This design comes from an exercise in tuning for small area, a short achievable clock period and few clock cycles per item on the open sky130 flow, not from production work.
Function was checked by simulation only, so behaviour that the tests miss may differ from the original.
No activity file was given, so power comes from the tool's default toggle rates.

Design scalar_warp_core, start of the top module:
module scalar_warp_core
(
    input  logic      clk,
    input  logic      reset,
    input  logic      instr_valid,
    input  isa_pkg::instr_t    instr,
    input  logic      result_credit,
    output logic      instr_credit,
    output logic      result_valid,
    output warp_types_pkg::reg_addr_t result_rd,
    output warp_types_pkg::data_t     result_data,
    output warp_types_pkg::data_t     warp_execution_mask
);
==> flow/config.mk <==
export PLATFORM = sky130hd
export DESIGN_NAME = scalar_warp_core
export DESIGN_NICKNAME = scalar_warp_core
export VERILOG_FILES = /design/flow/design.v
export SDC_FILE = /design/flow/constraint.sdc
export NUM_CORES = 4
export LEC_CHECK = 0
export CAP_MARGIN = 20
export CORE_MARGIN = 2
export CORE_UTILIZATION = 40
export GPL_ROUTABILITY_DRIVEN = 1
export GPL_TIMING_DRIVEN = 1
export PLACE_DENSITY = 0.5
export SLEW_MARGIN = 20
==> flow/constraint.sdc <==
create_clock -name core_clock -period 14.0 [get_ports {clk}]
set_input_delay 2.8000 -clock core_clock [delete_from_list [all_inputs] [get_ports {clk}]]
set_output_delay 2.8000 -clock core_clock [all_outputs]
set_load 0.01 [all_outputs]
standard.sh (not shown) runs the stock make flow with config.mk's settings and CLKGATE_MAP_FILE= SYNTH_SCRIPT=/design/flow/synth_recipe.tcl, a recipe that flattens the netlist after the stock synthesis.
==> flow/flow/run.sh <==
#!/bin/bash
# The standard layout (the standard.sh, unchanged synthesis), with the
# timing repair steps aiming for a larger setup slack than the default.
set -euo pipefail
bash standard.sh SETUP_SLACK_MARGIN=10 finish > standard_flow.log 2>&1
The first run completed with no timing, DRC or antenna violations.
Testbench counts at the start, summed over its fixed seeds: cycles 3,351, items 3,200.
Next try:
Settings changed: CTS_CLUSTER_DIAMETER set to 80, CTS_CLUSTER_SIZE set to 20, GPL_TIMING_DRIVEN 1 to not set.
Effect: Cell area falls by 3.2%; cell count falls by 1.7%; register-to-register slack gains 0.03 ns; power falls by 14%; sequential share of layout area rises by 1.9 points; hold slack gains 0.0040 ns; synthesized cell count is unchanged; setup slack gains 0.029 ns; fmax rises by 0.68%; die area stays the same.
Next try:
Settings changed: CTS_CLUSTER_DIAMETER 80 to not set, CTS_CLUSTER_SIZE 20 to not set.
After rerunning: Worst hold slack gets worse by 0.0040 ns. Die area does not change. Combinational power stays flat. Utilization grows by 1.5 points. Cell count climbs by 1.8%. Flip-flop and latch count is unchanged. Design area increases by about 3.4%.

========
== garnet ==
Starting RTL as in the previous note.
==> flow/config.mk <==
export PLATFORM = sky130hd
export DESIGN_NAME = scalar_warp_core
export DESIGN_NICKNAME = scalar_warp_core
export VERILOG_FILES = /design/flow/design.v
export SDC_FILE = /design/flow/constraint.sdc
export NUM_CORES = 4
export LEC_CHECK = 0
export CAP_MARGIN = 20
export CORE_MARGIN = 2
export CORE_UTILIZATION = 40
export CTS_CLUSTER_DIAMETER = 80
export CTS_CLUSTER_SIZE = 24
export GPL_ROUTABILITY_DRIVEN = 1
export PLACE_DENSITY = 0.5
export SLEW_MARGIN = 20
==> flow/constraint.sdc <==
create_clock -name core_clock -period 14.0 [get_ports {clk}]
set_input_delay 2.8000 -clock core_clock [delete_from_list [all_inputs] [get_ports {clk}]]
set_output_delay 2.8000 -clock core_clock [all_outputs]
set_load 0.01 [all_outputs]
Scripts as last shown in full above: flow/flow/run.sh
Testbench counts of garnet, summed over its fixed seeds: cycles 3,351, items 3,200.
> inputs changed (garnet -> quartz)
- CTS_CLUSTER_SIZE no longer set, was 24
- CTS_CLUSTER_DIAMETER no longer set, was 80
==> flow/flow/run.sh <==
#!/bin/bash
# The standard layout (the standard.sh, unchanged synthesis), with the
# timing repair steps aiming for a larger setup slack than the default and
# allowed to resize cells to other footprints.
set -euo pipefail
bash standard.sh SETUP_SLACK_MARGIN=10 MATCH_CELL_FOOTPRINT=0 finish > standard_flow.log 2>&1
==> comparison <==
- The number of setup buffers added after CTS in quartz is 0.943 times that in garnet.
- Per the comparison of quartz with garnet, met3 wire length saw a decrease, cell area saw an increase, power dissipated in combinational cells saw an increase.

re-timing with driven ports:
In the flow no input, the clock included, has a driving cell. The finished layouts below were timed again as built, in two steps.
Step 1, drivers: a clkbuf_16 drives clk and a buf_2 each remaining input, both assumed.
Step 2 times the ports against the registers' clock, not the clock port: input delays grow and output delays shrink by t, the midpoint of the rising clock arrivals with the driver on.
Slacks: no drivers / after step 1 / after step 2; pairs: no drivers / after step 1.
| run | shift t [ns] | slack for setup (ns) | cell pins on the clock port's net |
|---|---|---|---|
| the first run of note 1 | 0.849 | 9.757 / 9.757 / 9.350 | 1 |
| the second run of note 1 | 0.819 | 9.786 / 9.786 / 9.373 | 1 |
| the third run of note 1 | 0.849 | 9.757 / 9.757 / 9.350 | 1 |
| garnet | 0.790 | 9.830 / 9.830 / 9.396 | 1 |
| quartz | 0.849 | 9.765 / 9.765 / 9.339 | 1 |
After both steps setup and hold are still met in every run listed. For garnet, which loses most, drivers alone change the setup slack by 0.000 ns; drivers and shift together by -0.434 ns.
